Background: an optimization exercise with open tools, aiming at small area and a short achievable clock period. Do not read the settings as production practice.
Function not checked in this run: the RTL went through the layout flow alone.
No activity file was given, so power comes from the tool's default toggle rates.

$ cat config.mk
export PLATFORM = sky130hd
export DESIGN_NAME = wallace_mult_top
export DESIGN_NICKNAME = wallace_mult_top
export VERILOG_FILES = /design/flow/design.v
export SDC_FILE = /design/flow/constraint.sdc
export NUM_CORES = 4
export LEC_CHECK = 0
export CAP_MARGIN = 20
export CORE_MARGIN = 2
export CORE_UTILIZATION = 40
export SLEW_MARGIN = 20
export SYNTH_HIERARCHICAL = 1
export SYNTH_MINIMUM_KEEP_SIZE = 0
$ cat constraint.sdc
create_clock -name core_clock -period 11.0 [get_ports {clk}]
set_input_delay 2.2000 -clock core_clock [delete_from_list [all_inputs] [get_ports {clk}]]
set_output_delay 2.2000 -clock core_clock [all_outputs]
set_load 0.01 [all_outputs]
$ cat run.sh
#!/bin/bash
# synth_recipe.tcl (not shown) runs the flow's synth.tcl, then flattens the netlist and writes it again
# the make line also repeats each setting of config.mk as NAME=value (left out here)
make -C /OpenROAD-flow-scripts/flow DESIGN_CONFIG=/design/flow/config.mk WORK_HOME=/design/flow/orfs CLKGATE_MAP_FILE= SYNTH_SCRIPT=/design/flow/synth_recipe.tcl finish
$ cat design.v
module wallace_mult_top (
    input  logic        clk,
    input  logic        arst_n,
    input  logic        in_valid,
    input  logic [15:0] a,
    input  logic [15:0] b,
    output logic        out_valid,
    output logic [31:0] product,
    output logic        busy
);
    logic [2:0] vld_q;
    always_ff @(posedge clk or negedge arst_n) begin
        if (!arst_n) vld_q <= '0;
        else         vld_q <= {vld_q[1:0], in_valid};
    end
    assign out_valid = vld_q[2];
    assign busy      = |vld_q;
    logic [15:0] a_q, b_q;
    logic [31:0] opa, opb, prod_d;
    logic pp1;
    logic pp2;
    logic pp3;
    logic pp4;
    logic pp5;
    logic pp6;
    logic pp7;
    logic pp8;
    logic pp9;
    logic pp10;
    logic pp11;
    logic pp12;
    logic pp13;
    logic pp14;
    logic pp15;
    logic pp16;
    logic pp17;
    logic pp18;
    logic pp19;
    logic pp20;
    logic pp21;
    logic pp22;
    logic pp23;
    logic pp24;
    logic pp25;
    logic pp26;
    logic pp27;
    logic pp28;
    logic pp29;
    logic pp30;
    logic pp31;
    logic pp32;
    logic pp33;
    logic pp34;
    logic pp35;
    logic pp36;
    logic pp37;
    logic pp38;
    logic pp39;
    logic pp40;
    logic pp41;
    logic pp42;
    logic pp43;
    logic pp44;
    logic pp45;
    logic pp46;
    logic pp47;
    logic pp48;
    logic pp49;
    logic pp50;
    logic pp51;
    logic pp52;
    logic pp53;
    logic pp54;
    logic pp55;
    logic pp56;
    logic pp57;
    logic pp58;
    logic pp59;
    logic pp60;
    logic pp61;
    logic pp62;
    logic pp63;
    logic pp64;
    logic pp65;
    logic pp66;
    logic pp67;
    logic pp68;
    logic pp69;
    logic pp70;
    logic pp71;
    logic pp72;
    logic pp73;
    logic pp74;
    logic pp75;
    logic pp76;
    logic pp77;
    logic pp78;
    logic pp79;
    logic pp80;
    logic pp81;
    logic pp82;
    logic pp83;
    logic pp84;
    logic pp85;
    logic pp86;
    logic pp87;
    logic pp88;
    logic pp89;
    logic pp90;
    logic pp91;
    logic pp92;
    logic pp93;
    logic pp94;
    logic pp95;
    logic pp96;
    logic pp97;
    logic pp98;
    logic pp99;
    logic pp100;
    logic pp101;
    logic pp102;
    logic pp103;
    logic pp104;
    logic pp105;
    logic pp106;
    logic pp107;
    logic pp108;
    logic pp109;
    logic pp110;
    logic pp111;
    logic pp112;
    logic pp113;
    logic pp114;
    logic pp115;
    logic pp116;
    logic pp117;
    logic pp118;
    logic pp119;
    logic pp120;
    logic pp121;
    logic pp122;
    logic pp123;
    logic pp124;
    logic pp125;
    logic pp126;
    logic pp127;
    logic pp128;
    logic pp129;
    logic pp130;
    logic pp131;
    logic pp132;
    logic pp133;
    logic pp134;
    logic pp135;
    logic pp136;
    logic pp137;
    logic pp138;
    logic pp139;
    logic pp140;
    logic pp141;
    logic pp142;
    logic pp143;
    logic pp144;
    logic pp145;
    logic pp146;
    logic pp147;
    logic pp148;
    logic pp149;
    logic pp150;
    logic pp151;
    logic pp152;
    logic pp153;
    logic pp154;
    logic pp155;
    logic pp156;
    logic pp157;
    logic pp158;
    logic pp159;
    logic pp160;
    logic pp161;
    logic pp162;
    logic pp163;
    logic pp164;
    logic pp165;
    logic pp166;
    logic pp167;
    logic pp168;
    logic pp169;
    logic pp170;
    logic pp171;
    logic pp172;
    logic pp173;
    logic pp174;
    logic pp175;
    logic pp176;
    logic pp177;
    logic pp178;
    logic pp179;
    logic pp180;
    logic pp181;
    logic pp182;
    logic pp183;
    logic pp184;
    logic pp185;
    logic pp186;
    logic pp187;
    logic pp188;
    logic pp189;
    logic pp190;
    logic pp191;
    logic pp192;
    logic pp193;
    logic pp194;
    logic pp195;
    logic pp196;
    logic pp197;
    logic pp198;
    logic pp199;
    logic pp200;
    logic pp201;
    logic pp202;
    logic pp203;
    logic pp204;
    logic pp205;
    logic pp206;
    logic pp207;
    logic pp208;
    logic pp209;
    logic pp210;
    logic pp211;
    logic pp212;
    logic pp213;
    logic pp214;
    logic pp215;
    logic pp216;
    logic pp217;
    logic pp218;
    logic pp219;
    logic pp220;
    logic pp221;
    logic pp222;
    logic pp223;
    logic pp224;
    logic pp225;
    logic pp226;
    logic pp227;
    logic pp228;
    logic pp229;
    logic pp230;
    logic pp231;
    logic pp232;
    logic pp233;
    logic pp234;
    logic pp235;
    logic pp236;
    logic pp237;
    logic pp238;
    logic pp239;
    logic pp240;
    logic pp241;
    logic pp242;
    logic pp243;
    logic pp244;
    logic pp245;
    logic pp246;
    logic pp247;
    logic pp248;
    logic pp249;
    logic pp250;
    logic pp251;
    logic pp252;
    logic pp253;
    logic pp254;
    logic pp255;
    logic pp256;
    logic s257;
    logic c258;
    logic s259;
    logic c260;
    logic s261;
    logic c262;
    logic s263;
    logic c264;
    logic s265;
    logic c266;
    logic s267;
    logic c268;
    logic s269;
    logic c270;
    logic s271;
    logic c272;
    logic s273;
    logic c274;
    logic s275;
    logic c276;
    logic s277;
    logic c278;
    logic s279;
    logic c280;
    logic s281;
    logic c282;
    logic s283;
    logic c284;
    logic s285;
    logic c286;
    logic s287;
    logic c288;
    logic s289;
    logic c290;
    logic s291;
    logic c292;
    logic s293;
    logic c294;
    logic s295;
    logic c296;
    logic s297;
    logic c298;
    logic s299;
    logic c300;
    logic s301;
    logic c302;
    logic s303;
    logic c304;
    logic s305;
    logic c306;
    logic s307;
    logic c308;
    logic s309;
    logic c310;
    logic s311;
    logic c312;
    logic s313;
    logic c314;
    logic s315;
    logic c316;
    logic s317;
    logic c318;
    logic s319;
    logic c320;
    logic s321;
    logic c322;
    logic s323;
    logic c324;
    logic s325;
    logic c326;
    logic s327;
    logic c328;
    logic s329;
    logic c330;
    logic s331;
    logic c332;
    logic s333;
    logic c334;
    logic s335;
    logic c336;
    logic s337;
    logic c338;
    logic s339;
    logic c340;
    logic s341;
    logic c342;
    logic s343;
    logic c344;
    logic s345;
    logic c346;
    logic s347;
    logic c348;
    logic s349;
    logic c350;
    logic s351;
    logic c352;
    logic s353;
    logic c354;
    logic s355;
    logic c356;
    logic s357;
    logic c358;
    logic s359;
    logic c360;
    logic s361;
    logic c362;
    logic s363;
    logic c364;
    logic s365;
    logic c366;
    logic s367;
    logic c368;
    logic s369;
    logic c370;
    logic s371;
    logic c372;
    logic s373;
    logic c374;
    logic s375;
    logic c376;
    logic s377;
    logic c378;
    logic s379;
    logic c380;
    logic s381;
    logic c382;
    logic s383;
    logic c384;
    logic s385;
    logic c386;
    logic s387;
    logic c388;
    logic s389;
    logic c390;
    logic s391;
    logic c392;
    logic s393;
    logic c394;
    logic s395;
    logic c396;
    logic s397;
    logic c398;
    logic s399;
    logic c400;
    logic s401;
    logic c402;
    logic s403;
    logic c404;
    logic s405;
    logic c406;
    logic s407;
    logic c408;
    logic s409;
    logic c410;
    logic s411;
    logic c412;
    logic s413;
    logic c414;
    logic s415;
    logic c416;
    logic s417;
    logic c418;
    logic s419;
    logic c420;
    logic s421;
    logic c422;
    logic s423;
    logic c424;
    logic s425;
    logic c426;
    logic s427;
    logic c428;
    logic s429;
    logic c430;
    logic s431;
    logic c432;
    logic s433;
    logic c434;
    logic s435;
    logic c436;
    logic s437;
    logic c438;
    logic s439;
    logic c440;
    logic s441;
    logic c442;
    logic s443;
    logic c444;
    logic s445;
    logic c446;
    logic s447;
    logic c448;
    logic s449;
    logic c450;
    logic s451;
    logic c452;
    logic s453;
    logic c454;
    logic s455;
    logic c456;
    logic s457;
    logic c458;
    logic s459;
    logic c460;
    logic s461;
    logic c462;
    logic s463;
    logic c464;
    logic s465;
    logic c466;
    logic s467;
    logic c468;
    logic s469;
    logic c470;
    logic s471;
    logic c472;
    logic s473;
    logic c474;
    logic s475;
    logic c476;
    logic s477;
    logic c478;
    logic s479;
    logic c480;
    logic s481;
    logic c482;
    logic s483;
    logic c484;
    logic s485;
    logic c486;
    logic s487;
    logic c488;
    logic s489;
    logic c490;
    logic s491;
    logic c492;
    logic s493;
    logic c494;
    logic s495;
    logic c496;
    logic s497;
    logic c498;
    logic s499;
    logic c500;
    logic s501;
    logic c502;
    logic s503;
    logic c504;
    logic s505;
    logic c506;
    logic s507;
    logic c508;
    logic s509;
    logic c510;
    logic s511;
    logic c512;
    logic s513;
    logic c514;
    logic s515;
    logic c516;
    logic s517;
    logic c518;
    logic s519;
    logic c520;
    logic s521;
    logic c522;
    logic s523;
    logic c524;
    logic s525;
    logic c526;
    logic s527;
    logic c528;
    logic s529;
    logic c530;
    logic s531;
    logic c532;
    logic s533;
    logic c534;
    logic s535;
    logic c536;
    logic s537;
    logic c538;
    logic s539;
    logic c540;
    logic s541;
    logic c542;
    logic s543;
    logic c544;
    logic s545;
    logic c546;
    logic s547;
    logic c548;
    logic s549;
    logic c550;
    logic s551;
    logic c552;
    logic s553;
    logic c554;
    logic s555;
    logic c556;
    logic s557;
    logic c558;
    logic s559;
    logic c560;
    logic s561;
    logic c562;
    logic s563;
    logic c564;
    logic s565;
    logic c566;
    logic s567;
    logic c568;
    logic s569;
    logic c570;
    logic s571;
    logic c572;
    logic s573;
    logic c574;
    logic s575;
    logic c576;
    logic s577;
    logic c578;
    logic s579;
    logic c580;
    logic s581;
    logic c582;
    logic s583;
    logic c584;
    logic s585;
    logic c586;
    logic s587;
    logic c588;
    logic s589;
    logic c590;
    logic s591;
    logic c592;
    logic s593;
    logic c594;
    logic s595;
    logic c596;
    logic s597;
    logic c598;
    logic s599;
    logic c600;
    logic s601;
    logic c602;
    logic s603;
    logic c604;
    logic s605;
    logic c606;
    logic s607;
    logic c608;
    logic s609;
    logic c610;
    logic s611;
    logic c612;
    logic s613;
    logic c614;
    logic s615;
    logic c616;
    logic s617;
    logic c618;
    logic s619;
    logic c620;
    logic s621;
    logic c622;
    logic s623;
    logic c624;
    logic s625;
    logic c626;
    logic s627;
    logic c628;
    logic s629;
    logic c630;
    logic s631;
    logic c632;
    logic s633;
    logic c634;
    logic s635;
    logic c636;
    logic s637;
    logic c638;
    logic s639;
    logic c640;
    logic s641;
    logic c642;
    logic s643;
    logic c644;
    logic s645;
    logic c646;
    logic s647;
    logic c648;
    logic s649;
    logic c650;
    logic s651;
    logic c652;
    logic s653;
    logic c654;
    logic s655;
    logic c656;
    logic s657;
    logic c658;
    logic s659;
    logic c660;
    logic s661;
    logic c662;
    logic s663;
    logic c664;
    logic s665;
    logic c666;
    logic s667;
    logic c668;
    logic s669;
    logic c670;
    logic s671;
    logic c672;
    logic s673;
    logic c674;
    logic s675;
    logic c676;
    logic s677;
    logic c678;
    logic s679;
    logic c680;
    logic s681;
    logic c682;
    logic s683;
    logic c684;
    logic s685;
    logic c686;
    logic s687;
    logic c688;
    logic s689;
    logic c690;
    logic s691;
    logic c692;
    logic s693;
    logic c694;
    logic s695;
    logic c696;
    logic s697;
    logic c698;
    logic s699;
    logic c700;
    logic s701;
    logic c702;
    logic s703;
    logic c704;
    logic s705;
    logic c706;
    logic s707;
    logic c708;
    logic s709;
    logic c710;
    logic s711;
    logic c712;
    logic s713;
    logic c714;
    logic r0_c0_0;
    logic r0_c1_0;
    logic r0_c2_0;
    logic r0_c3_0;
    logic r0_c4_0;
    logic r0_c5_0;
    logic r0_c6_0;
    logic r0_c6_1;
    logic r0_c6_2;
    logic r0_c6_3;
    logic r0_c7_0;
    logic r0_c7_1;
    logic r0_c8_0;
    logic r0_c8_1;
    logic r0_c9_0;
    logic r0_c9_1;
    logic r0_c10_0;
    logic r0_c10_1;
    logic r0_c11_0;
    logic r0_c11_1;
    logic r0_c11_2;
    logic r0_c11_3;
    logic r0_c12_0;
    logic r0_c12_1;
    logic r0_c12_2;
    logic r0_c13_0;
    logic r0_c13_1;
    logic r0_c13_2;
    logic r0_c14_0;
    logic r0_c14_1;
    logic r0_c14_2;
    logic r0_c15_0;
    logic r0_c15_1;
    logic r0_c15_2;
    logic r0_c16_0;
    logic r0_c16_1;
    logic r0_c16_2;
    logic r0_c16_3;
    logic r0_c16_4;
    logic r0_c17_0;
    logic r0_c17_1;
    logic r0_c17_2;
    logic r0_c18_0;
    logic r0_c18_1;
    logic r0_c18_2;
    logic r0_c18_3;
    logic r0_c19_0;
    logic r0_c19_1;
    logic r0_c19_2;
    logic r0_c19_3;
    logic r0_c20_0;
    logic r0_c20_1;
    logic r0_c20_2;
    logic r0_c20_3;
    logic r0_c21_0;
    logic r0_c21_1;
    logic r0_c22_0;
    logic r0_c22_1;
    logic r0_c22_2;
    logic r0_c23_0;
    logic r0_c23_1;
    logic r0_c23_2;
    logic r0_c24_0;
    logic r0_c24_1;
    logic r0_c24_2;
    logic r0_c25_0;
    logic r0_c25_1;
    logic r0_c25_2;
    logic r0_c26_0;
    logic r0_c27_0;
    logic r0_c27_1;
    logic r0_c28_0;
    logic r0_c28_1;
    logic r0_c29_0;
    logic r0_c29_1;
    logic r0_c30_0;
    logic r0_c30_1;
    assign pp1 = a_q[0] & b_q[0];
    assign pp2 = a_q[0] & b_q[1];
    assign pp3 = a_q[0] & b_q[2];
    assign pp4 = a_q[0] & b_q[3];
    assign pp5 = a_q[0] & b_q[4];
    assign pp6 = a_q[0] & b_q[5];
    assign pp7 = a_q[0] & b_q[6];
    assign pp8 = a_q[0] & b_q[7];
    assign pp9 = a_q[0] & b_q[8];
    assign pp10 = a_q[0] & b_q[9];
    assign pp11 = a_q[0] & b_q[10];
    assign pp12 = a_q[0] & b_q[11];
    assign pp13 = a_q[0] & b_q[12];
    assign pp14 = a_q[0] & b_q[13];
    assign pp15 = a_q[0] & b_q[14];
    assign pp16 = a_q[0] & b_q[15];
    assign pp17 = a_q[1] & b_q[0];
    assign pp18 = a_q[1] & b_q[1];
    assign pp19 = a_q[1] & b_q[2];
    assign pp20 = a_q[1] & b_q[3];
    assign pp21 = a_q[1] & b_q[4];
    assign pp22 = a_q[1] & b_q[5];
    assign pp23 = a_q[1] & b_q[6];
    assign pp24 = a_q[1] & b_q[7];
    assign pp25 = a_q[1] & b_q[8];
    assign pp26 = a_q[1] & b_q[9];
    assign pp27 = a_q[1] & b_q[10];
    assign pp28 = a_q[1] & b_q[11];
    assign pp29 = a_q[1] & b_q[12];
    assign pp30 = a_q[1] & b_q[13];
    assign pp31 = a_q[1] & b_q[14];
    assign pp32 = a_q[1] & b_q[15];
    assign pp33 = a_q[2] & b_q[0];
    assign pp34 = a_q[2] & b_q[1];
    assign pp35 = a_q[2] & b_q[2];
    assign pp36 = a_q[2] & b_q[3];
    assign pp37 = a_q[2] & b_q[4];
    assign pp38 = a_q[2] & b_q[5];
    assign pp39 = a_q[2] & b_q[6];
    assign pp40 = a_q[2] & b_q[7];
    assign pp41 = a_q[2] & b_q[8];
    assign pp42 = a_q[2] & b_q[9];
    assign pp43 = a_q[2] & b_q[10];
    assign pp44 = a_q[2] & b_q[11];
    assign pp45 = a_q[2] & b_q[12];
    assign pp46 = a_q[2] & b_q[13];
    assign pp47 = a_q[2] & b_q[14];
    assign pp48 = a_q[2] & b_q[15];
    assign pp49 = a_q[3] & b_q[0];
    assign pp50 = a_q[3] & b_q[1];
    assign pp51 = a_q[3] & b_q[2];
    assign pp52 = a_q[3] & b_q[3];
    assign pp53 = a_q[3] & b_q[4];
    assign pp54 = a_q[3] & b_q[5];
    assign pp55 = a_q[3] & b_q[6];
    assign pp56 = a_q[3] & b_q[7];
    assign pp57 = a_q[3] & b_q[8];
    assign pp58 = a_q[3] & b_q[9];
    assign pp59 = a_q[3] & b_q[10];
    assign pp60 = a_q[3] & b_q[11];
    assign pp61 = a_q[3] & b_q[12];
    assign pp62 = a_q[3] & b_q[13];
    assign pp63 = a_q[3] & b_q[14];
    assign pp64 = a_q[3] & b_q[15];
    assign pp65 = a_q[4] & b_q[0];
    assign pp66 = a_q[4] & b_q[1];
    assign pp67 = a_q[4] & b_q[2];
    assign pp68 = a_q[4] & b_q[3];
    assign pp69 = a_q[4] & b_q[4];
    assign pp70 = a_q[4] & b_q[5];
    assign pp71 = a_q[4] & b_q[6];
    assign pp72 = a_q[4] & b_q[7];
    assign pp73 = a_q[4] & b_q[8];
    assign pp74 = a_q[4] & b_q[9];
    assign pp75 = a_q[4] & b_q[10];
    assign pp76 = a_q[4] & b_q[11];
    assign pp77 = a_q[4] & b_q[12];
    assign pp78 = a_q[4] & b_q[13];
    assign pp79 = a_q[4] & b_q[14];
    assign pp80 = a_q[4] & b_q[15];
    assign pp81 = a_q[5] & b_q[0];
    assign pp82 = a_q[5] & b_q[1];
    assign pp83 = a_q[5] & b_q[2];
    assign pp84 = a_q[5] & b_q[3];
    assign pp85 = a_q[5] & b_q[4];
    assign pp86 = a_q[5] & b_q[5];
    assign pp87 = a_q[5] & b_q[6];
    assign pp88 = a_q[5] & b_q[7];
    assign pp89 = a_q[5] & b_q[8];
    assign pp90 = a_q[5] & b_q[9];
    assign pp91 = a_q[5] & b_q[10];
    assign pp92 = a_q[5] & b_q[11];
    assign pp93 = a_q[5] & b_q[12];
    assign pp94 = a_q[5] & b_q[13];
    assign pp95 = a_q[5] & b_q[14];
    assign pp96 = a_q[5] & b_q[15];
    assign pp97 = a_q[6] & b_q[0];
    assign pp98 = a_q[6] & b_q[1];
    assign pp99 = a_q[6] & b_q[2];
    assign pp100 = a_q[6] & b_q[3];
    assign pp101 = a_q[6] & b_q[4];
    assign pp102 = a_q[6] & b_q[5];
    assign pp103 = a_q[6] & b_q[6];
    assign pp104 = a_q[6] & b_q[7];
    assign pp105 = a_q[6] & b_q[8];
    assign pp106 = a_q[6] & b_q[9];
    assign pp107 = a_q[6] & b_q[10];
    assign pp108 = a_q[6] & b_q[11];
    assign pp109 = a_q[6] & b_q[12];
    assign pp110 = a_q[6] & b_q[13];
    assign pp111 = a_q[6] & b_q[14];
    assign pp112 = a_q[6] & b_q[15];
    assign pp113 = a_q[7] & b_q[0];
    assign pp114 = a_q[7] & b_q[1];
    assign pp115 = a_q[7] & b_q[2];
    assign pp116 = a_q[7] & b_q[3];
    assign pp117 = a_q[7] & b_q[4];
    assign pp118 = a_q[7] & b_q[5];
    assign pp119 = a_q[7] & b_q[6];
    assign pp120 = a_q[7] & b_q[7];
    assign pp121 = a_q[7] & b_q[8];
    assign pp122 = a_q[7] & b_q[9];
    assign pp123 = a_q[7] & b_q[10];
    assign pp124 = a_q[7] & b_q[11];
    assign pp125 = a_q[7] & b_q[12];
    assign pp126 = a_q[7] & b_q[13];
    assign pp127 = a_q[7] & b_q[14];
    assign pp128 = a_q[7] & b_q[15];
    assign pp129 = a_q[8] & b_q[0];
    assign pp130 = a_q[8] & b_q[1];
    assign pp131 = a_q[8] & b_q[2];
    assign pp132 = a_q[8] & b_q[3];
    assign pp133 = a_q[8] & b_q[4];
    assign pp134 = a_q[8] & b_q[5];
    assign pp135 = a_q[8] & b_q[6];
    assign pp136 = a_q[8] & b_q[7];
    assign pp137 = a_q[8] & b_q[8];
    assign pp138 = a_q[8] & b_q[9];
    assign pp139 = a_q[8] & b_q[10];
    assign pp140 = a_q[8] & b_q[11];
    assign pp141 = a_q[8] & b_q[12];
    assign pp142 = a_q[8] & b_q[13];
    assign pp143 = a_q[8] & b_q[14];
    assign pp144 = a_q[8] & b_q[15];
    assign pp145 = a_q[9] & b_q[0];
    assign pp146 = a_q[9] & b_q[1];
    assign pp147 = a_q[9] & b_q[2];
    assign pp148 = a_q[9] & b_q[3];
    assign pp149 = a_q[9] & b_q[4];
    assign pp150 = a_q[9] & b_q[5];
    assign pp151 = a_q[9] & b_q[6];
    assign pp152 = a_q[9] & b_q[7];
    assign pp153 = a_q[9] & b_q[8];
    assign pp154 = a_q[9] & b_q[9];
    assign pp155 = a_q[9] & b_q[10];
    assign pp156 = a_q[9] & b_q[11];
    assign pp157 = a_q[9] & b_q[12];
    assign pp158 = a_q[9] & b_q[13];
    assign pp159 = a_q[9] & b_q[14];
    assign pp160 = a_q[9] & b_q[15];
    assign pp161 = a_q[10] & b_q[0];
    assign pp162 = a_q[10] & b_q[1];
    assign pp163 = a_q[10] & b_q[2];
    assign pp164 = a_q[10] & b_q[3];
    assign pp165 = a_q[10] & b_q[4];
    assign pp166 = a_q[10] & b_q[5];
    assign pp167 = a_q[10] & b_q[6];
    assign pp168 = a_q[10] & b_q[7];
    assign pp169 = a_q[10] & b_q[8];
    assign pp170 = a_q[10] & b_q[9];
    assign pp171 = a_q[10] & b_q[10];
    assign pp172 = a_q[10] & b_q[11];
    assign pp173 = a_q[10] & b_q[12];
    assign pp174 = a_q[10] & b_q[13];
    assign pp175 = a_q[10] & b_q[14];
    assign pp176 = a_q[10] & b_q[15];
    assign pp177 = a_q[11] & b_q[0];
    assign pp178 = a_q[11] & b_q[1];
    assign pp179 = a_q[11] & b_q[2];
    assign pp180 = a_q[11] & b_q[3];
    assign pp181 = a_q[11] & b_q[4];
    assign pp182 = a_q[11] & b_q[5];
    assign pp183 = a_q[11] & b_q[6];
    assign pp184 = a_q[11] & b_q[7];
    assign pp185 = a_q[11] & b_q[8];
    assign pp186 = a_q[11] & b_q[9];
    assign pp187 = a_q[11] & b_q[10];
    assign pp188 = a_q[11] & b_q[11];
    assign pp189 = a_q[11] & b_q[12];
    assign pp190 = a_q[11] & b_q[13];
    assign pp191 = a_q[11] & b_q[14];
    assign pp192 = a_q[11] & b_q[15];
    assign pp193 = a_q[12] & b_q[0];
    assign pp194 = a_q[12] & b_q[1];
    assign pp195 = a_q[12] & b_q[2];
    assign pp196 = a_q[12] & b_q[3];
    assign pp197 = a_q[12] & b_q[4];
    assign pp198 = a_q[12] & b_q[5];
    assign pp199 = a_q[12] & b_q[6];
    assign pp200 = a_q[12] & b_q[7];
    assign pp201 = a_q[12] & b_q[8];
    assign pp202 = a_q[12] & b_q[9];
    assign pp203 = a_q[12] & b_q[10];
    assign pp204 = a_q[12] & b_q[11];
    assign pp205 = a_q[12] & b_q[12];
    assign pp206 = a_q[12] & b_q[13];
    assign pp207 = a_q[12] & b_q[14];
    assign pp208 = a_q[12] & b_q[15];
    assign pp209 = a_q[13] & b_q[0];
    assign pp210 = a_q[13] & b_q[1];
    assign pp211 = a_q[13] & b_q[2];
    assign pp212 = a_q[13] & b_q[3];
    assign pp213 = a_q[13] & b_q[4];
    assign pp214 = a_q[13] & b_q[5];
    assign pp215 = a_q[13] & b_q[6];
    assign pp216 = a_q[13] & b_q[7];
    assign pp217 = a_q[13] & b_q[8];
    assign pp218 = a_q[13] & b_q[9];
    assign pp219 = a_q[13] & b_q[10];
    assign pp220 = a_q[13] & b_q[11];
    assign pp221 = a_q[13] & b_q[12];
    assign pp222 = a_q[13] & b_q[13];
    assign pp223 = a_q[13] & b_q[14];
    assign pp224 = a_q[13] & b_q[15];
    assign pp225 = a_q[14] & b_q[0];
    assign pp226 = a_q[14] & b_q[1];
    assign pp227 = a_q[14] & b_q[2];
    assign pp228 = a_q[14] & b_q[3];
    assign pp229 = a_q[14] & b_q[4];
    assign pp230 = a_q[14] & b_q[5];
    assign pp231 = a_q[14] & b_q[6];
    assign pp232 = a_q[14] & b_q[7];
    assign pp233 = a_q[14] & b_q[8];
    assign pp234 = a_q[14] & b_q[9];
    assign pp235 = a_q[14] & b_q[10];
    assign pp236 = a_q[14] & b_q[11];
    assign pp237 = a_q[14] & b_q[12];
    assign pp238 = a_q[14] & b_q[13];
    assign pp239 = a_q[14] & b_q[14];
    assign pp240 = a_q[14] & b_q[15];
    assign pp241 = a_q[15] & b_q[0];
    assign pp242 = a_q[15] & b_q[1];
    assign pp243 = a_q[15] & b_q[2];
    assign pp244 = a_q[15] & b_q[3];
    assign pp245 = a_q[15] & b_q[4];
    assign pp246 = a_q[15] & b_q[5];
    assign pp247 = a_q[15] & b_q[6];
    assign pp248 = a_q[15] & b_q[7];
    assign pp249 = a_q[15] & b_q[8];
    assign pp250 = a_q[15] & b_q[9];
    assign pp251 = a_q[15] & b_q[10];
    assign pp252 = a_q[15] & b_q[11];
    assign pp253 = a_q[15] & b_q[12];
    assign pp254 = a_q[15] & b_q[13];
    assign pp255 = a_q[15] & b_q[14];
    assign pp256 = a_q[15] & b_q[15];
    mha u_ha0 (.x(pp17), .y(pp2), .s(s257), .c(c258));
    mfa u_fa0 (.x(pp18), .y(pp3), .z(pp33), .s(s259), .c(c260));
    mha u_ha1 (.x(c258), .y(s259), .s(s261), .c(c262));
    mfa u_fa1 (.x(pp19), .y(pp34), .z(pp4), .s(s263), .c(c264));
    mfa u_fa2 (.x(pp49), .y(c260), .z(s263), .s(s265), .c(c266));
    mha u_ha2 (.x(c262), .y(s265), .s(s267), .c(c268));
    mfa u_fa3 (.x(pp20), .y(pp35), .z(pp5), .s(s269), .c(c270));
    mfa u_fa4 (.x(pp50), .y(pp65), .z(c264), .s(s271), .c(c272));
    mfa u_fa5 (.x(s269), .y(c266), .z(s271), .s(s273), .c(c274));
    mha u_ha3 (.x(c268), .y(s273), .s(s275), .c(c276));
    mfa u_fa6 (.x(pp21), .y(pp36), .z(pp51), .s(s277), .c(c278));
    mfa u_fa7 (.x(pp6), .y(pp66), .z(pp81), .s(s279), .c(c280));
    mfa u_fa8 (.x(c270), .y(s277), .z(s279), .s(s281), .c(c282));
    mfa u_fa9 (.x(c272), .y(s281), .z(c274), .s(s283), .c(c284));
    mha u_ha4 (.x(c276), .y(s283), .s(s285), .c(c286));
    mfa u_fa10 (.x(pp22), .y(pp37), .z(pp52), .s(s287), .c(c288));
    mfa u_fa11 (.x(pp67), .y(pp7), .z(pp82), .s(s289), .c(c290));
    mfa u_fa12 (.x(pp97), .y(c278), .z(c280), .s(s291), .c(c292));
    mfa u_fa13 (.x(s287), .y(s289), .z(c282), .s(s293), .c(c294));
    mfa u_fa14 (.x(pp113), .y(pp23), .z(pp38), .s(s295), .c(c296));
    mfa u_fa15 (.x(pp53), .y(pp68), .z(pp8), .s(s297), .c(c298));
    mfa u_fa16 (.x(pp83), .y(pp98), .z(c288), .s(s299), .c(c300));
    mfa u_fa17 (.x(c290), .y(s295), .z(s297), .s(s301), .c(c302));
    mfa u_fa18 (.x(c292), .y(s299), .z(s301), .s(s303), .c(c304));
    mfa u_fa19 (.x(pp114), .y(pp129), .z(pp24), .s(s305), .c(c306));
    mfa u_fa20 (.x(pp39), .y(pp54), .z(pp69), .s(s307), .c(c308));
    mfa u_fa21 (.x(pp84), .y(pp9), .z(pp99), .s(s309), .c(c310));
    mfa u_fa22 (.x(c296), .y(c298), .z(s305), .s(s311), .c(c312));
    mfa u_fa23 (.x(s307), .y(s309), .z(c300), .s(s313), .c(c314));
    mfa u_fa24 (.x(c302), .y(s311), .z(s313), .s(s315), .c(c316));
    mfa u_fa25 (.x(pp10), .y(pp100), .z(pp115), .s(s317), .c(c318));
    mfa u_fa26 (.x(pp130), .y(pp145), .z(pp25), .s(s319), .c(c320));
    mfa u_fa27 (.x(pp40), .y(pp55), .z(pp70), .s(s321), .c(c322));
    mfa u_fa28 (.x(pp85), .y(c306), .z(c308), .s(s323), .c(c324));
    mfa u_fa29 (.x(c310), .y(s317), .z(s319), .s(s325), .c(c326));
    mfa u_fa30 (.x(s321), .y(c312), .z(s323), .s(s327), .c(c328));
    mfa u_fa31 (.x(s325), .y(c314), .z(s327), .s(s329), .c(c330));
    mfa u_fa32 (.x(pp101), .y(pp11), .z(pp116), .s(s331), .c(c332));
    mfa u_fa33 (.x(pp131), .y(pp146), .z(pp161), .s(s333), .c(c334));
    mfa u_fa34 (.x(pp26), .y(pp41), .z(pp56), .s(s335), .c(c336));
    mfa u_fa35 (.x(pp71), .y(pp86), .z(c318), .s(s337), .c(c338));
    mfa u_fa36 (.x(c320), .y(c322), .z(s331), .s(s339), .c(c340));
    mfa u_fa37 (.x(s333), .y(s335), .z(c324), .s(s341), .c(c342));
    mfa u_fa38 (.x(c326), .y(s337), .z(s339), .s(s343), .c(c344));
    mfa u_fa39 (.x(c328), .y(s341), .z(s343), .s(s345), .c(c346));
    mfa u_fa40 (.x(pp102), .y(pp117), .z(pp12), .s(s347), .c(c348));
    mfa u_fa41 (.x(pp132), .y(pp147), .z(pp162), .s(s349), .c(c350));
    mfa u_fa42 (.x(pp177), .y(pp27), .z(pp42), .s(s351), .c(c352));
    mfa u_fa43 (.x(pp57), .y(pp72), .z(pp87), .s(s353), .c(c354));
    mfa u_fa44 (.x(c332), .y(c334), .z(c336), .s(s355), .c(c356));
    mfa u_fa45 (.x(s347), .y(s349), .z(s351), .s(s357), .c(c358));
    mfa u_fa46 (.x(s353), .y(c338), .z(c340), .s(s359), .c(c360));
    mfa u_fa47 (.x(s355), .y(s357), .z(c342), .s(s361), .c(c362));
    mfa u_fa48 (.x(pp103), .y(pp118), .z(pp13), .s(s363), .c(c364));
    mfa u_fa49 (.x(pp133), .y(pp148), .z(pp163), .s(s365), .c(c366));
    mfa u_fa50 (.x(pp178), .y(pp193), .z(pp28), .s(s367), .c(c368));
    mfa u_fa51 (.x(pp43), .y(pp58), .z(pp73), .s(s369), .c(c370));
    mfa u_fa52 (.x(pp88), .y(c348), .z(c350), .s(s371), .c(c372));
    mfa u_fa53 (.x(c352), .y(c354), .z(s363), .s(s373), .c(c374));
    mfa u_fa54 (.x(s365), .y(s367), .z(s369), .s(s375), .c(c376));
    mfa u_fa55 (.x(c356), .y(c358), .z(s371), .s(s377), .c(c378));
    mfa u_fa56 (.x(s373), .y(s375), .z(c360), .s(s379), .c(c380));
    mfa u_fa57 (.x(pp104), .y(pp119), .z(pp134), .s(s381), .c(c382));
    mfa u_fa58 (.x(pp14), .y(pp149), .z(pp164), .s(s383), .c(c384));
    mfa u_fa59 (.x(pp179), .y(pp194), .z(pp209), .s(s385), .c(c386));
    mfa u_fa60 (.x(pp29), .y(pp44), .z(pp59), .s(s387), .c(c388));
    mfa u_fa61 (.x(pp74), .y(pp89), .z(c364), .s(s389), .c(c390));
    mfa u_fa62 (.x(c366), .y(c368), .z(c370), .s(s391), .c(c392));
    mfa u_fa63 (.x(s381), .y(s383), .z(s385), .s(s393), .c(c394));
    mfa u_fa64 (.x(s387), .y(c372), .z(c374), .s(s395), .c(c396));
    mfa u_fa65 (.x(c376), .y(s389), .z(s391), .s(s397), .c(c398));
    mfa u_fa66 (.x(s393), .y(c378), .z(s395), .s(s399), .c(c400));
    mfa u_fa67 (.x(pp105), .y(pp120), .z(pp135), .s(s401), .c(c402));
    mfa u_fa68 (.x(pp15), .y(pp150), .z(pp165), .s(s403), .c(c404));
    mfa u_fa69 (.x(pp180), .y(pp195), .z(pp210), .s(s405), .c(c406));
    mfa u_fa70 (.x(pp225), .y(pp30), .z(pp45), .s(s407), .c(c408));
    mfa u_fa71 (.x(pp60), .y(pp75), .z(pp90), .s(s409), .c(c410));
    mfa u_fa72 (.x(c382), .y(c384), .z(c386), .s(s411), .c(c412));
    mfa u_fa73 (.x(c388), .y(s401), .z(s403), .s(s413), .c(c414));
    mfa u_fa74 (.x(s405), .y(s407), .z(s409), .s(s415), .c(c416));
    mfa u_fa75 (.x(c390), .y(c392), .z(c394), .s(s417), .c(c418));
    mfa u_fa76 (.x(s411), .y(s413), .z(s415), .s(s419), .c(c420));
    mfa u_fa77 (.x(c396), .y(c398), .z(s417), .s(s421), .c(c422));
    mfa u_fa78 (.x(pp106), .y(pp121), .z(pp136), .s(s423), .c(c424));
    mfa u_fa79 (.x(pp151), .y(pp16), .z(pp166), .s(s425), .c(c426));
    mfa u_fa80 (.x(pp181), .y(pp196), .z(pp211), .s(s427), .c(c428));
    mfa u_fa81 (.x(pp226), .y(pp241), .z(pp31), .s(s429), .c(c430));
    mfa u_fa82 (.x(pp46), .y(pp61), .z(pp76), .s(s431), .c(c432));
    mfa u_fa83 (.x(pp91), .y(c402), .z(c404), .s(s433), .c(c434));
    mfa u_fa84 (.x(c406), .y(c408), .z(c410), .s(s435), .c(c436));
    mfa u_fa85 (.x(s423), .y(s425), .z(s427), .s(s437), .c(c438));
    mfa u_fa86 (.x(s429), .y(s431), .z(c412), .s(s439), .c(c440));
    mfa u_fa87 (.x(c414), .y(c416), .z(s433), .s(s441), .c(c442));
    mfa u_fa88 (.x(s435), .y(s437), .z(c418), .s(s443), .c(c444));
    mfa u_fa89 (.x(s439), .y(c420), .z(s441), .s(s445), .c(c446));
    mfa u_fa90 (.x(pp107), .y(pp122), .z(pp137), .s(s447), .c(c448));
    mfa u_fa91 (.x(pp152), .y(pp167), .z(pp182), .s(s449), .c(c450));
    mfa u_fa92 (.x(pp197), .y(pp212), .z(pp227), .s(s451), .c(c452));
    mfa u_fa93 (.x(pp242), .y(pp32), .z(pp47), .s(s453), .c(c454));
    mfa u_fa94 (.x(pp62), .y(pp77), .z(pp92), .s(s455), .c(c456));
    mfa u_fa95 (.x(c424), .y(c426), .z(c428), .s(s457), .c(c458));
    mfa u_fa96 (.x(c430), .y(c432), .z(s447), .s(s459), .c(c460));
    mfa u_fa97 (.x(s449), .y(s451), .z(s453), .s(s461), .c(c462));
    mfa u_fa98 (.x(s455), .y(c434), .z(c436), .s(s463), .c(c464));
    mfa u_fa99 (.x(c438), .y(s457), .z(s459), .s(s465), .c(c466));
    mfa u_fa100 (.x(s461), .y(c440), .z(c442), .s(s467), .c(c468));
    mfa u_fa101 (.x(pp108), .y(pp123), .z(pp138), .s(s469), .c(c470));
    mfa u_fa102 (.x(pp153), .y(pp168), .z(pp183), .s(s471), .c(c472));
    mfa u_fa103 (.x(pp198), .y(pp213), .z(pp228), .s(s473), .c(c474));
    mfa u_fa104 (.x(pp243), .y(pp48), .z(pp63), .s(s475), .c(c476));
    mfa u_fa105 (.x(pp78), .y(pp93), .z(c448), .s(s477), .c(c478));
    mfa u_fa106 (.x(c450), .y(c452), .z(c454), .s(s479), .c(c480));
    mfa u_fa107 (.x(c456), .y(s469), .z(s471), .s(s481), .c(c482));
    mfa u_fa108 (.x(s473), .y(s475), .z(c458), .s(s483), .c(c484));
    mfa u_fa109 (.x(c460), .y(c462), .z(s477), .s(s485), .c(c486));
    mfa u_fa110 (.x(s479), .y(s481), .z(c464), .s(s487), .c(c488));
    mfa u_fa111 (.x(s483), .y(c466), .z(s485), .s(s489), .c(c490));
    mfa u_fa112 (.x(pp109), .y(pp124), .z(pp139), .s(s491), .c(c492));
    mfa u_fa113 (.x(pp154), .y(pp169), .z(pp184), .s(s493), .c(c494));
    mfa u_fa114 (.x(pp199), .y(pp214), .z(pp229), .s(s495), .c(c496));
    mfa u_fa115 (.x(pp244), .y(pp64), .z(pp79), .s(s497), .c(c498));
    mfa u_fa116 (.x(pp94), .y(c470), .z(c472), .s(s499), .c(c500));
    mfa u_fa117 (.x(c474), .y(c476), .z(s491), .s(s501), .c(c502));
    mfa u_fa118 (.x(s493), .y(s495), .z(s497), .s(s503), .c(c504));
    mfa u_fa119 (.x(c478), .y(c480), .z(c482), .s(s505), .c(c506));
    mfa u_fa120 (.x(s499), .y(s501), .z(s503), .s(s507), .c(c508));
    mfa u_fa121 (.x(c484), .y(c486), .z(s505), .s(s509), .c(c510));
    mfa u_fa122 (.x(pp110), .y(pp125), .z(pp140), .s(s511), .c(c512));
    mfa u_fa123 (.x(pp155), .y(pp170), .z(pp185), .s(s513), .c(c514));
    mfa u_fa124 (.x(pp200), .y(pp215), .z(pp230), .s(s515), .c(c516));
    mfa u_fa125 (.x(pp245), .y(pp80), .z(pp95), .s(s517), .c(c518));
    mfa u_fa126 (.x(c492), .y(c494), .z(c496), .s(s519), .c(c520));
    mfa u_fa127 (.x(c498), .y(s511), .z(s513), .s(s521), .c(c522));
    mfa u_fa128 (.x(s515), .y(s517), .z(c500), .s(s523), .c(c524));
    mfa u_fa129 (.x(c502), .y(c504), .z(s519), .s(s525), .c(c526));
    mfa u_fa130 (.x(s521), .y(c506), .z(s523), .s(s527), .c(c528));
    mfa u_fa131 (.x(pp111), .y(pp126), .z(pp141), .s(s529), .c(c530));
    mfa u_fa132 (.x(pp156), .y(pp171), .z(pp186), .s(s531), .c(c532));
    mfa u_fa133 (.x(pp201), .y(pp216), .z(pp231), .s(s533), .c(c534));
    mfa u_fa134 (.x(pp246), .y(pp96), .z(c512), .s(s535), .c(c536));
    mfa u_fa135 (.x(c514), .y(c516), .z(c518), .s(s537), .c(c538));
    mfa u_fa136 (.x(s529), .y(s531), .z(s533), .s(s539), .c(c540));
    mfa u_fa137 (.x(c520), .y(c522), .z(s535), .s(s541), .c(c542));
    mfa u_fa138 (.x(s537), .y(s539), .z(c524), .s(s543), .c(c544));
    mfa u_fa139 (.x(pp112), .y(pp127), .z(pp142), .s(s545), .c(c546));
    mfa u_fa140 (.x(pp157), .y(pp172), .z(pp187), .s(s547), .c(c548));
    mfa u_fa141 (.x(pp202), .y(pp217), .z(pp232), .s(s549), .c(c550));
    mfa u_fa142 (.x(pp247), .y(c530), .z(c532), .s(s551), .c(c552));
    mfa u_fa143 (.x(c534), .y(s545), .z(s547), .s(s553), .c(c554));
    mfa u_fa144 (.x(s549), .y(c536), .z(c538), .s(s555), .c(c556));
    mfa u_fa145 (.x(c540), .y(s551), .z(s553), .s(s557), .c(c558));
    mfa u_fa146 (.x(c542), .y(s555), .z(s557), .s(s559), .c(c560));
    mfa u_fa147 (.x(pp128), .y(pp143), .z(pp158), .s(s561), .c(c562));
    mfa u_fa148 (.x(pp173), .y(pp188), .z(pp203), .s(s563), .c(c564));
    mfa u_fa149 (.x(pp218), .y(pp233), .z(pp248), .s(s565), .c(c566));
    mfa u_fa150 (.x(c546), .y(c548), .z(c550), .s(s567), .c(c568));
    mfa u_fa151 (.x(s561), .y(s563), .z(s565), .s(s569), .c(c570));
    mfa u_fa152 (.x(c552), .y(c554), .z(s567), .s(s571), .c(c572));
    mfa u_fa153 (.x(s569), .y(c556), .z(c558), .s(s573), .c(c574));
    mfa u_fa154 (.x(pp144), .y(pp159), .z(pp174), .s(s575), .c(c576));
    mfa u_fa155 (.x(pp189), .y(pp204), .z(pp219), .s(s577), .c(c578));
    mfa u_fa156 (.x(pp234), .y(pp249), .z(c562), .s(s579), .c(c580));
    mfa u_fa157 (.x(c564), .y(c566), .z(s575), .s(s581), .c(c582));
    mfa u_fa158 (.x(s577), .y(c568), .z(c570), .s(s583), .c(c584));
    mfa u_fa159 (.x(s579), .y(s581), .z(c572), .s(s585), .c(c586));
    mfa u_fa160 (.x(pp160), .y(pp175), .z(pp190), .s(s587), .c(c588));
    mfa u_fa161 (.x(pp205), .y(pp220), .z(pp235), .s(s589), .c(c590));
    mfa u_fa162 (.x(pp250), .y(c576), .z(c578), .s(s591), .c(c592));
    mfa u_fa163 (.x(s587), .y(s589), .z(c580), .s(s593), .c(c594));
    mfa u_fa164 (.x(c582), .y(s591), .z(c584), .s(s595), .c(c596));
    mfa u_fa165 (.x(pp176), .y(pp191), .z(pp206), .s(s597), .c(c598));
    mfa u_fa166 (.x(pp221), .y(pp236), .z(pp251), .s(s599), .c(c600));
    mfa u_fa167 (.x(c588), .y(c590), .z(s597), .s(s601), .c(c602));
    mfa u_fa168 (.x(s599), .y(c592), .z(s601), .s(s603), .c(c604));
    mfa u_fa169 (.x(pp192), .y(pp207), .z(pp222), .s(s605), .c(c606));
    mfa u_fa170 (.x(pp237), .y(pp252), .z(c598), .s(s607), .c(c608));
    mfa u_fa171 (.x(c600), .y(s605), .z(c602), .s(s609), .c(c610));
    mfa u_fa172 (.x(s607), .y(c604), .z(s609), .s(s611), .c(c612));
    mfa u_fa173 (.x(pp208), .y(pp223), .z(pp238), .s(s613), .c(c614));
    mfa u_fa174 (.x(pp253), .y(c606), .z(s613), .s(s615), .c(c616));
    mfa u_fa175 (.x(c608), .y(s615), .z(c610), .s(s617), .c(c618));
    mfa u_fa176 (.x(pp224), .y(pp239), .z(pp254), .s(s619), .c(c620));
    mfa u_fa177 (.x(c614), .y(s619), .z(c616), .s(s621), .c(c622));
    mfa u_fa178 (.x(pp240), .y(pp255), .z(c620), .s(s623), .c(c624));
    mfa u_fa179 (.x(r0_c6_0), .y(r0_c6_1), .z(r0_c6_2), .s(s625), .c(c626));
    mha u_ha5 (.x(r0_c7_0), .y(r0_c7_1), .s(s627), .c(c628));
    mha u_ha6 (.x(r0_c8_0), .y(r0_c8_1), .s(s629), .c(c630));
    mha u_ha7 (.x(r0_c9_0), .y(r0_c9_1), .s(s631), .c(c632));
    mha u_ha8 (.x(r0_c10_0), .y(r0_c10_1), .s(s633), .c(c634));
    mfa u_fa180 (.x(r0_c11_0), .y(r0_c11_1), .z(r0_c11_2), .s(s635), .c(c636));
    mha u_ha9 (.x(r0_c11_3), .y(c634), .s(s637), .c(c638));
    mfa u_fa181 (.x(r0_c12_0), .y(r0_c12_1), .z(r0_c12_2), .s(s639), .c(c640));
    mha u_ha10 (.x(c636), .y(c638), .s(s641), .c(c642));
    mfa u_fa182 (.x(r0_c13_0), .y(r0_c13_1), .z(r0_c13_2), .s(s643), .c(c644));
    mha u_ha11 (.x(c640), .y(s643), .s(s645), .c(c646));
    mfa u_fa183 (.x(r0_c14_0), .y(r0_c14_1), .z(r0_c14_2), .s(s647), .c(c648));
    mha u_ha12 (.x(c644), .y(s647), .s(s649), .c(c650));
    mfa u_fa184 (.x(r0_c15_0), .y(r0_c15_1), .z(r0_c15_2), .s(s651), .c(c652));
    mha u_ha13 (.x(c648), .y(s651), .s(s653), .c(c654));
    mfa u_fa185 (.x(r0_c16_0), .y(r0_c16_1), .z(r0_c16_2), .s(s655), .c(c656));
    mfa u_fa186 (.x(r0_c16_3), .y(r0_c16_4), .z(c652), .s(s657), .c(c658));
    mha u_ha14 (.x(s655), .y(c654), .s(s659), .c(c660));
    mfa u_fa187 (.x(r0_c17_0), .y(r0_c17_1), .z(r0_c17_2), .s(s661), .c(c662));
    mha u_ha15 (.x(c656), .y(s661), .s(s663), .c(c664));
    mha u_ha16 (.x(s663), .y(c658), .s(s665), .c(c666));
    mfa u_fa188 (.x(r0_c18_0), .y(r0_c18_1), .z(r0_c18_2), .s(s667), .c(c668));
    mfa u_fa189 (.x(r0_c18_3), .y(c662), .z(s667), .s(s669), .c(c670));
    mha u_ha17 (.x(c664), .y(s669), .s(s671), .c(c672));
    mfa u_fa190 (.x(r0_c19_0), .y(r0_c19_1), .z(r0_c19_2), .s(s673), .c(c674));
    mfa u_fa191 (.x(r0_c19_3), .y(c668), .z(s673), .s(s675), .c(c676));
    mha u_ha18 (.x(c670), .y(s675), .s(s677), .c(c678));
    mfa u_fa192 (.x(r0_c20_0), .y(r0_c20_1), .z(r0_c20_2), .s(s679), .c(c680));
    mfa u_fa193 (.x(r0_c20_3), .y(c674), .z(s679), .s(s681), .c(c682));
    mha u_ha19 (.x(c676), .y(s681), .s(s683), .c(c684));
    mfa u_fa194 (.x(r0_c21_0), .y(r0_c21_1), .z(c680), .s(s685), .c(c686));
    mha u_ha20 (.x(c682), .y(s685), .s(s687), .c(c688));
    mfa u_fa195 (.x(r0_c22_0), .y(r0_c22_1), .z(r0_c22_2), .s(s689), .c(c690));
    mha u_ha21 (.x(s689), .y(c686), .s(s691), .c(c692));
    mfa u_fa196 (.x(r0_c23_0), .y(r0_c23_1), .z(r0_c23_2), .s(s693), .c(c694));
    mha u_ha22 (.x(c690), .y(s693), .s(s695), .c(c696));
    mfa u_fa197 (.x(r0_c24_0), .y(r0_c24_1), .z(r0_c24_2), .s(s697), .c(c698));
    mha u_ha23 (.x(c694), .y(s697), .s(s699), .c(c700));
    mfa u_fa198 (.x(r0_c25_0), .y(r0_c25_1), .z(r0_c25_2), .s(s701), .c(c702));
    mha u_ha24 (.x(c698), .y(s701), .s(s703), .c(c704));
    mha u_ha25 (.x(r0_c26_0), .y(c702), .s(s705), .c(c706));
    mha u_ha26 (.x(r0_c27_0), .y(r0_c27_1), .s(s707), .c(c708));
    mha u_ha27 (.x(r0_c28_0), .y(r0_c28_1), .s(s709), .c(c710));
    mha u_ha28 (.x(r0_c29_0), .y(r0_c29_1), .s(s711), .c(c712));
    mha u_ha29 (.x(r0_c30_0), .y(r0_c30_1), .s(s713), .c(c714));
    assign opa = {c714, c712, c710, c708, c706, c704, c700, c696, c692, c688, c684, c678, c672, c666, c660, s657, c650, c646, c642, s639, s635, c632, c630, c628, c626, r0_c6_3, r0_c5_0, r0_c4_0, r0_c3_0, r0_c2_0, r0_c1_0, r0_c0_0};
    assign opb = {1'b0, s713, s711, s709, s707, s705, s703, s699, s695, s691, s687, s683, s677, s671, s665, s659, s653, s649, s645, s641, s637, s633, s631, s629, s627, s625, 1'b0, 1'b0, 1'b0, 1'b0, 1'b0, 1'b0};
    assign prod_d = opa + opb;
    always_ff @(posedge clk) begin
        a_q <= a;
        b_q <= b;
        r0_c0_0 <= pp1;
        r0_c1_0 <= s257;
        r0_c2_0 <= s261;
        r0_c3_0 <= s267;
        r0_c4_0 <= s275;
        r0_c5_0 <= s285;
        r0_c6_0 <= s291;
        r0_c6_1 <= s293;
        r0_c6_2 <= c284;
        r0_c6_3 <= c286;
        r0_c7_0 <= c294;
        r0_c7_1 <= s303;
        r0_c8_0 <= c304;
        r0_c8_1 <= s315;
        r0_c9_0 <= c316;
        r0_c9_1 <= s329;
        r0_c10_0 <= c330;
        r0_c10_1 <= s345;
        r0_c11_0 <= c344;
        r0_c11_1 <= s359;
        r0_c11_2 <= s361;
        r0_c11_3 <= c346;
        r0_c12_0 <= s377;
        r0_c12_1 <= c362;
        r0_c12_2 <= s379;
        r0_c13_0 <= s397;
        r0_c13_1 <= c380;
        r0_c13_2 <= s399;
        r0_c14_0 <= s419;
        r0_c14_1 <= c400;
        r0_c14_2 <= s421;
        r0_c15_0 <= c422;
        r0_c15_1 <= s443;
        r0_c15_2 <= s445;
        r0_c16_0 <= s463;
        r0_c16_1 <= s465;
        r0_c16_2 <= c444;
        r0_c16_3 <= c446;
        r0_c16_4 <= s467;
        r0_c17_0 <= s487;
        r0_c17_1 <= c468;
        r0_c17_2 <= s489;
        r0_c18_0 <= s507;
        r0_c18_1 <= c488;
        r0_c18_2 <= c490;
        r0_c18_3 <= s509;
        r0_c19_0 <= c508;
        r0_c19_1 <= s525;
        r0_c19_2 <= c510;
        r0_c19_3 <= s527;
        r0_c20_0 <= c526;
        r0_c20_1 <= s541;
        r0_c20_2 <= s543;
        r0_c20_3 <= c528;
        r0_c21_0 <= c544;
        r0_c21_1 <= s559;
        r0_c22_0 <= s571;
        r0_c22_1 <= s573;
        r0_c22_2 <= c560;
        r0_c23_0 <= s583;
        r0_c23_1 <= c574;
        r0_c23_2 <= s585;
        r0_c24_0 <= s593;
        r0_c24_1 <= c586;
        r0_c24_2 <= s595;
        r0_c25_0 <= c594;
        r0_c25_1 <= s603;
        r0_c25_2 <= c596;
        r0_c26_0 <= s611;
        r0_c27_0 <= c612;
        r0_c27_1 <= s617;
        r0_c28_0 <= s621;
        r0_c28_1 <= c618;
        r0_c29_0 <= s623;
        r0_c29_1 <= c622;
        r0_c30_0 <= pp256;
        r0_c30_1 <= c624;
        product <= prod_d;
    end
endmodule
module mfa (input logic x, input logic y, input logic z, output logic s, output logic c);
    assign s = x ^ y ^ z;
    assign c = (x & y) | (x & z) | (y & z);
endmodule
module mha (input logic x, input logic y, output logic s, output logic c);
    assign s = x ^ y;
    assign c = x & y;
endmodule
==> impl_metrics.yaml <==
timing:
  max_freq_mhz: 260
  hold_viol_final: 0
  rsz0062_at_grt: "false"
  setup_tns_ns: 0
  setup_violations: 0
  slew_headroom_pct: 46.7
  slew_viol_final: 0
  fin_skew_ns: 0.0106
  worst_pin_slew_ns: 0.798
  period_needed_ns: 3.85
  period_share_pct: 35.0
global_routing:
  grt_pass1_wl_mm: 38.9
  grt_overflow: 0
  grt_usage_pct: 18.2
  antenna_found_initial: 0
  grt_pass1_vias: 7086
  grt_max_degree: 17
worst_setup_path:
  cp.buffers_inverters: 1
  crit_type: "reg -> out"
  cp-end-kind: "primary output"
  worstPathRequired_ns: 8.80
  crit_path_max_incr_delay_ns: 0.48
  crit_path_top_delay_cell: "clkdlybuf4s50_1"
  worst-path-max-fanout: 2
  cp_top_family: "buffers and inverters"
  cp-start-kind: "register"
  critPathArrivalTime_ns: 1.65
  crit_chain: "or3_1 > clkdlybuf4s50_1"
route:
  ant_nets: 0
  drt-vias-per-instance: 5.03
  initialDrtViolationCount: 313
  via_count: 6261
  wl_mm: 23.6
  drc: 0
  dr.pass1.iters: 5
  post_drt_wl_per_cell_um: 19.0
clocking:
  clkLatencyLatePin_ns: 0.43
  ctsHoldBuffers: 0
  clock-sinks: 144
  clock_tree.root_cell: "clkbuf_16"
  htreeDepth: 4
  path_clk_slew_ns: 0.07
  clockBufferDepth: 2
  numCtsBuffers: 17
  cts_resized: 0
  post_cts_buffers: 0
  cts_tree: "yes"
synth:
  synth_top_cell_by_area: "fa_1"
  synth_top_area_share_pct: 38.3
  synth.avg_cell_area_um2: 12.3
  synth_area_leaders: "fa_1, dfxtp_1, and2_1, ha_1, xnor2_1"
  synth_edf_count: 0
  yosysUniqueCellTypes: 57
  ys_warn_count: 7
  synth-compound-area-share_pct: 5.29
  syn_nets: 1137
  synth_area_um2: 10500
  ys_ff_latch: 144
  async_flop_share_pct: 2.08
  synth_top_family_by_area: "adder cells"
  synthFlopType: "dfxtp_1"
  seq_area_frac_synth_pct: 27.7
  synth_xor_area_share_pct: 1.93
  synth-adder-area-share_pct: 44.9
  synth-simple-area-share_pct: 18.1
  synthMuxAreaShare_pct: 0.0958
  syn_inst: 847
cells_and_area:
  drive_above_1_share_pct: 5.50
  stdcell_count: 1244
  finalNetCount: 1186
  fillers: 2383
  syn_to_final_growth_pct: 14.6
  antenna_cells: 0
floorplan:
  ios: 69
  coreArea_um2: 25800
  die_y_um: 166
  start_util_pct: 40.5
  die_w_um: 166
  dieArea_um2: 27400
  num_rows: 59
min_path:
  hold_class: "reg -> reg"
flow_run:
  drv_cap: 0
power:
  powerDensity_nw_per_um2: 327
  peakVddDrop_mv: 0.215
  power.leakage_uw: 0.00518
place:
  port_buffers: 68
  place_inst: 1212
  hpwl_mm: 16.8
  place_congestion: 0.847
outcome:
  status: "timing/DRC/antenna clean"
-- through the flow --
step	hold slack (ns)	util [%]	instance area, µm²	worst slack, ns	power (µW)
floorplan	0.310	-	10500	7.94	2790
global placement	0.310	44.0	11400	7.60	3330
detailed placement	0.314	44.0	11400	7.59	3340
CTS	0.329	46.4	12000	7.12	3960
global route	0.337	46.4	12000	7.08	4310
finish	0.323	46.4	12000	7.15	3920
-- final cells by class --
cell class | instances | area [µm²] | area share (%)
clock buffer | 20 | 457 | 3.81
multi-input combinational | 658 | 7350 | 61.4
sequential | 144 | 2900 | 24.2
inverter | 7 | 26.3 | 0.219
timing repair buffer | 68 | 681 | 5.68
tap | 335 | 419 | 3.50
clock inverter | 12 | 148 | 1.23
-- metal layers --
metal	vias to the layer above	wire length (µm)	global-route usage, %
met4	0	384	5.63
met3	28	1310	3.18
met2	182	10300	27.1
li1	2818	-	-
met1	3233	11600	27.1
met5	-	0	0
-- modules after synthesis, one instance, submodules excluded --
module	area, µm²	flip-flops and latches	cells inside	copies in the design
wallace_mult_top	6090	144	618	1
mfa	20.0	0	1	199
mha	12.5	0	1	30
-- synth_stat cells (all sizes together), types with 2 or more instances --
library cell,count
dfxtp,141
o21a,2
a31oi,7
xor2,8
fa,200
dfrtp,3
nand3,3
inv,7
nand2b,6
nor3,2
a2111oi,2
a211oi,2
nand4,6
nand2,10
ha,55
buf,4
or3,2
a311oi,3
nor2,4
and3,4
o211ai,6
and4,3
o21bai,3
nor2b,3
xnor2,15
o21ai,11
and2,258
a21oi,22
a21o,11
clkbuf,34
-- path summary, 6_finish.rpt --
path,from,to,slack [ns],depth (start not counted)
worst min register to register,r0_c2_0,product[2],0.32,0
max in group asynchronous,arst_n,vld_q[1],8.90,1
worst min-delay path,r0_c2_0,product[2],0.32,0
min in group asynchronous,arst_n,vld_q[0],1.95,1
worst max register to register,r0_c19_1,product[31],7.70,10
worst max-delay path,vld_q[1],busy,7.15,2
-- worst reg2reg max path, stage by stage, from the launching register on --
cell and delay [ns]:
dfxtp_1 0.32, fa_1 0.56, fa_1 0.42, ha_1 0.31
ha_1 0.48, nand4_1 0.22, nor4b_1 0.35, a22o_2 0.20
nor4_1 0.06, a211oi_2 0.18, xor2_1 0.15
-- cells in the final DEF (no fill, tap or decap), types with 3 or more instances in the layout --
master           netlist  final
o21bai_1               3      3
clkdlybuf4s50_1        0     68
inv_1                  7      7
nand2_1               10     10
o21ai_1                6      6
inv_6                  0      5
dfxtp_1              141    141
nand4_1                5      5
clkbuf_16              0     17
o21ai_0                4      4
dfrtp_1                3      3
ha_1                  55     55
o211ai_1               5      5
nand2b_1               6      6
xnor2_1               15     15
nor2_1                 4      4
and2_1               258    258
a31oi_1                5      5
xor2_1                 8      8
a21oi_1               21     21
fa_1                 200    200
a21o_1                11     11
-- flip-flops by register name (all words and copies together) (netlist names), 3 cells and up --
register  count
a_q          16
b_q          16
vld_q         3
product      32
-- where the power goes --
group	total [µW]	switching [µW]	internal, µW
clock	601	248	352
sequential	833	97.4	736
combinational	2490	1400	1090
total	3920	1750	2180
-- cell families (layout without fill, tap and decap cells) --
family / after synthesis / after routing
simple gates: 304 / 304
fa+ha+maj: 255 / 255
flops: 144 / 144
compound gates: 75 / 75
buf+inv: 45 / 107
xor+xnor: 23 / 23
mux: 1 / 1

what the ideal ports hide:
How much do the figures lean on ideal ports? The routed layout below was timed once more, with nothing changed but the port constraints. Step 1 (the two cells are an assumption about what drives the block):
set clk [get_ports {clk}]
set_driving_cell -lib_cell sky130_fd_sc_hd__clkbuf_16 $clk
set_driving_cell -lib_cell sky130_fd_sc_hd__buf_2 [delete_from_list [all_inputs] $clk]
Step 2 times the ports against the registers' clock, not the clock port: input delays grow and output delays shrink by t, the midpoint of the rising clock arrivals with the driver on. Slacks: no drivers / after step 1 / after step 2; pairs: no drivers / after step 1.
t (ns): 0.465
setup slack, ns: 7.148 / 7.104 / 7.569
hold WS [ns]: 0.323 / 0.323 / 0.323
worst register clock-pin slew, ns: 0.07 / 0.07
worst data-port slew with drivers (ns): 0.03
After both steps this run still meets setup and hold. For this run, drivers alone change the setup slack by -0.044 ns; drivers and shift together by +0.421 ns.
